This design comes from an exercise in tuning for small area, a short achievable clock period and few clock cycles per item on the open sky130 flow, not from production work. Where RTL was checked, it was by simulation tests only, not by an equivalence proof against the original. Power is estimated from default activity; no workload was simulated.

## json_stream_tokenizer_top
module json_stream_tokenizer_top (
  input  logic        clk,
  input  logic        rst,
  input  logic        in_valid,
  output logic        in_ready,
  input  logic        in_cmd,
  input  logic [7:0]  in_char_byte,
  output logic        out_valid,
  input  logic        out_ready,
  output logic [3:0]  out_event_res,
  output logic        out_number_is_real,
  output logic        out_in_key,
  output logic [20:0] out_code_point,
  output logic [1:0]  out_status,
  output logic [23:0] out_line_number,
  output logic [23:0] out_column_number,
  output logic        out_last_of_run
);
  logic       go, take, pend, two;
  logic       cmd;
  logic [7:0] char_byte;
  assign take = out_valid && out_ready;
  jst_queue u_queue (
    .clk       (clk),
    .rst       (rst),
    .in_valid  (in_valid),
    .in_ready  (in_ready),
    .in_cmd    (in_cmd),
    .in_char_byte (in_char_byte),
    .out_ready (out_ready),
    .out_valid (out_valid),
    .two       (two),
    .go        (go),
    .cmd       (cmd),
    .char_byte (char_byte),
    .pend      (pend)
  );
  jst_core u_core (
    .clk                (clk),
    .rst                (rst),
    .acc                (go),
    .take               (take),
  ...
export LEC_CHECK = 0
export CAP_MARGIN = 20
export CORE_MARGIN = 2
export CORE_UTILIZATION = 40
export CTS_BUF_LIST = sky130_fd_sc_hd__clkbuf_8
export CTS_CLUSTER_SIZE = 30
export SETUP_SLACK_MARGIN = 3.0
export SLEW_MARGIN = 20
create_clock -name core_clock -period 6.0 [get_ports {clk}]
standard.sh (not shown) runs the stock make flow with config.mk's settings and CLKGATE_MAP_FILE= SYNTH_SCRIPT=/design/flow/synth_recipe.tcl, a recipe that flattens the netlist after the stock synthesis.
==> flow/flow/run.sh <==
#!/bin/bash
# Standard layout, with the port buffers inserted as buf_2 cells instead of the
# delay-buffer cell that buffer_ports picks by default.
set -euo pipefail
export BUFFER_PORTS_ARGS="-buffer_cell sky130_fd_sc_hd__buf_2"
bash standard.sh finish > standard_finish.log 2>&1
The first run ran to the end with no violations.
Testbench counts at the start, summed over its fixed seeds: cycles 48,368, bytes 48,352.
Then changed:
Settings changed: CAP_MARGIN 20 to 5, CTS_BUF_LIST sky130_fd_sc_hd__clkbuf_8 to unset, CTS_CLUSTER_SIZE 30 to unset, SLEW_MARGIN 20 to 5.
Result: Utilization falls by 0.30 points. Final area drops by 0.61%. Setup slack improved by 74 ps. Synthesized cell count stays the same. Area after synthesis stays the same. Routed wire length went down by 2.3%. Maximum frequency rose by 2.5%.
Then changed:
Settings changed: CAP_MARGIN 5 to 20, SETUP_SLACK_MARGIN 3.0 to 3.3, SLEW_MARGIN 5 to 20.
What happened: Global-route usage climbs by 0.81 points; final area increases by 6.7%; hold slack gains 5.9 ps; setup slack hardly moves; first-iteration DRC count decreases by 7.8%.
Then changed:
Settings changed: CORE_UTILIZATION 40 to 55, SETUP_SLACK_MARGIN 3.3 to 3.0.
Outcome:
- die area decreases by 27%
- worst hold slack improves by 5.1 ps
- count of clock-buffer cells in the layout decreases by 2

* * *

Another version of the RTL of json_stream_tokenizer_top (not shown whole).
export LEC_CHECK = 0
export CAP_MARGIN = 20
export CORE_MARGIN = 2
export CORE_UTILIZATION = 40
export SETUP_SLACK_MARGIN = 3.0
export SLEW_MARGIN = 20
export TNS_END_PERCENT = 5
create_clock -name core_clock -period 6.0 [get_ports {clk}]
Scripts as last shown in full above: flow/flow/run.sh
Testbench counts at the start, summed over its fixed seeds: cycles 48,368, bytes 48,352.
Rerun with:
SETUP_SLACK_MARGIN = 3.15   (was 3.0)
TNS_END_PERCENT = default   (was 5)
After rerunning: Flip-flop and latch count does not change. Combinational power went up by 20%. Global-route usage went up by 0.34 points. Design area went up by 5.1%. Hold slack is about the same. Die area is unchanged. Final cell count went up by 0.97%.
Rerun with:
SETUP_SLACK_MARGIN = 3.3   (was 3.15)
Outcome: Non-clock buffer count rises by 42; design area rises by a few percent; synthesized cell count stays the same; routed wire length rises by a few percent; worst setup slack improved by 38 ps; utilization rises by 2.3 points; count of clock-buffer cells in the layout rises by 1; sequential share of layout area falls by 1.4 points; cell count rises by a few percent; total power falls slightly.
Rerun with:
PLACE_DENSITY = 0.8   (was default)
SETUP_SLACK_MARGIN = 3.15   (was 3.3)
Effect:
- The new run completed with no timing, DRC or antenna violations
- power came out higher by 1.3%
- routed wire length came out lower by 0.98%
- design area came out lower by 3.9%
- first-iteration DRC count came out higher by 20%
- via count came out higher by 1.1%
- setup slack is worse by 33 ps

* * *

== ember ==
Another version of the RTL of json_stream_tokenizer_top (not shown whole).
Size in the first run: roughly 160 flip-flops, about 93 I/O pins.
export LEC_CHECK = 0
export CAP_MARGIN = 20
export CORE_MARGIN = 2
export CORE_UTILIZATION = 40
export SETUP_SLACK_MARGIN = 3.0
export SLEW_MARGIN = 20
create_clock -name core_clock -period 6.0 [get_ports {clk}]
run.sh (not shown) runs the stock make flow with config.mk's settings and CLKGATE_MAP_FILE= SYNTH_SCRIPT=/design/flow/synth_recipe.tcl, a recipe that flattens the netlist after the stock synthesis.
Stock flow here: none of the scripts above is used.
[inputs] tundra vs ember
# ember
export LEC_CHECK = 0
export CAP_MARGIN = 20
export CORE_MARGIN = 2
export CORE_UTILIZATION = 40
export SETUP_SLACK_MARGIN = 3.0
export SLEW_MARGIN = 20
create_clock -name core_clock -period 6.0 [get_ports {clk}]
# tundra
export LEC_CHECK = 0
export CAP_MARGIN = 20
export CORE_MARGIN = 2
export CORE_UTILIZATION = 40
export SETUP_SLACK_MARGIN = 2.0
export SLEW_MARGIN = 20
create_clock -name core_clock -period 6.0 [get_ports {clk}]
Results
Cmp tundra and ember / clock-buffer cell count / lower: tundra
tundra ended up with a lower wire length after detailed routing than ember did.
NOTE number of nets at the end of the flow ember->tundra decreased by a few percent
tundra vs ember — final non-filler cell area dropped about 8%.
Diff tundra and ember: worst-case vdd ir drop lower in tundra
No functional check of the RTL was part of any run of this note.

* * *

## rev 12
json_stream_tokenizer_top, a different RTL version from the one above (not shown whole).
Size in the first run: ~1200 cells after synthesis, ~170 flip-flops.
// json_stream_tokenizer_top
module json_stream_tokenizer_top (
  input  logic        clk,
  input  logic        rst,
  input  logic        in_valid,
  output logic        in_ready,
  input  logic        in_cmd,
  input  logic [7:0]  in_char_byte,
  output logic        out_valid,
  input  logic        out_ready,
  output logic [3:0]  out_event_res,
  output logic        out_number_is_real,
  output logic        out_in_key,
  output logic [20:0] out_code_point,
  output logic [1:0]  out_status,
  output logic [23:0] out_line_number,
  output logic [23:0] out_column_number,
  output logic        out_last_of_run
);
  logic       go, take, pend, two;
  logic       cmd;
  logic [7:0] char_byte;
  assign take = out_valid && out_ready;
  jst_queue u_queue (
    .clk       (clk),
    .rst       (rst),
    .in_valid  (in_valid),
    .in_ready  (in_ready),
    .in_cmd    (in_cmd),
    .in_char_byte (in_char_byte),
    .out_ready (out_ready),
    .out_valid (out_valid),
    .two       (two),
    .go        (go),
    .cmd       (cmd),
    .char_byte (char_byte),
    .pend      (pend)
  );
  jst_core u_core (
    .clk                (clk),
    .rst                (rst),
    .acc                (go),
    .take               (take),
    .pend               (pend),
    .cmd                (cmd),
    .char_byte          (char_byte),
    .two                (two),
    .out_event_res      (out_event_res),
    .out_number_is_real (out_number_is_real),
    .out_in_key         (out_in_key),
    .out_code_point     (out_code_point),
    .out_status         (out_status),
    .out_line_number    (out_line_number),
    .out_column_number  (out_column_number)
  );
  assign out_last_of_run = !pend;
endmodule
export LEC_CHECK = 0
export CAP_MARGIN = 20
export CORE_MARGIN = 2
export CORE_UTILIZATION = 40
export SETUP_SLACK_MARGIN = 3.08
export SLEW_MARGIN = 20
create_clock -name core_clock -period 6.0 [get_ports {clk}]
standard.sh (not shown) runs the stock make flow with config.mk's settings and CLKGATE_MAP_FILE= SYNTH_SCRIPT=/design/flow/synth_recipe.tcl, a recipe that flattens the netlist after the stock synthesis.
Scripts as last shown in full above: flow/flow/run.sh
Testbench counts of rev 12, summed over its fixed seeds: cycles 48,368, bytes 48,352.
--- input diff rev 12..rev 13 ---
# rev 12
export LEC_CHECK = 0
export CAP_MARGIN = 20
export CORE_MARGIN = 2
export CORE_UTILIZATION = 40
export SETUP_SLACK_MARGIN = 3.08
export SLEW_MARGIN = 20
create_clock -name core_clock -period 6.0 [get_ports {clk}]
# rev 13
export LEC_CHECK = 0
export CAP_MARGIN = 20
export CORE_MARGIN = 2
export CORE_UTILIZATION = 40
export SETUP_SLACK_MARGIN = 3.15
export SLEW_MARGIN = 20
create_clock -name core_clock -period 6.0 [get_ports {clk}]
--- outcome ---
- Going from rev 12 to rev 13, final cell count grows by 0.57%.
- Delta (rev 13 minus rev 12): worst setup margin higher; count of buffers added by post-CTS timing repair for setup climbed 14; routed wire length climbed 1.4%; met1 usage roughly the same.
- Non-clock buffer count in rev 13 is 6.0% higher than in rev 12
- Number of sequential cells: rev 13 vs rev 12 identical
- On rev 13: detailed-routed wire length on met2 is 3.3% higher than what rev 12 gave.

-- static timing again, ports no longer ideal --
The results above use ideal ports. As a check the final layouts listed here were re-extracted and re-timed, cells and wires unchanged.
Step 1: set_driving_cell puts a clkbuf_16 on clk and a buf_2 on each other input, an assumption about the parent block.
Step 2 times the ports against the registers' clock, not the clock port: input delays grow and output delays shrink by t, the midpoint of the rising clock arrivals with the driver on.
a / b / c = ideal ports / drivers / drivers and shift; a / b = the first two.
| run | t (ns) | setup WS [ns] | clock arrival spread, ns | slew at the worst register clock pin (ns) |
|---|---|---|---|---|
| the first run of note 1 | 0.501 | 2.932 / 2.932 / 2.577 | 0.020 / 0.020 | 0.11 / 0.11 |
| the second run of note 1 | 0.474 | 3.006 / 3.006 / 2.694 | 0.014 / 0.014 | 0.08 / 0.08 |
| the third run of note 1 | 0.484 | 3.007 / 3.007 / 2.647 | 0.028 / 0.027 | 0.08 / 0.08 |
| the fourth run of note 1 | 0.474 | 2.911 / 2.911 / 2.508 | 0.011 / 0.011 | 0.08 / 0.08 |
| the first run of note 2 | 0.473 | 2.929 / 2.929 / 2.553 | 0.020 / 0.019 | 0.08 / 0.08 |
| the second run of note 2 | 0.477 | 3.139 / 3.090 / 2.720 | 0.011 / 0.011 | 0.08 / 0.08 |
| the third run of note 2 | 0.477 | 3.177 / 3.130 / 2.955 | 0.017 / 0.017 | 0.08 / 0.08 |
| the fourth run of note 2 | 0.478 | 3.144 / 3.118 / 2.769 | 0.016 / 0.015 | 0.08 / 0.08 |
| ember | 0.479 | 2.923 / 2.913 / 2.434 | 0.010 / 0.010 | 0.07 / 0.07 |
| tundra | 0.468 | 2.110 / 2.131 / 1.663 | 0.016 / 0.016 | 0.08 / 0.08 |
| rev 12 | 0.469 | 3.140 / 3.104 / 2.717 | 0.019 / 0.019 | 0.08 / 0.08 |
| rev 13 | 0.475 | 3.179 / 3.128 / 2.805 | 0.012 / 0.012 | 0.08 / 0.08 |
After both steps setup and hold are still met in every run listed. For ember, which loses most, drivers alone change the setup slack by -0.010 ns; drivers and shift together by -0.489 ns.
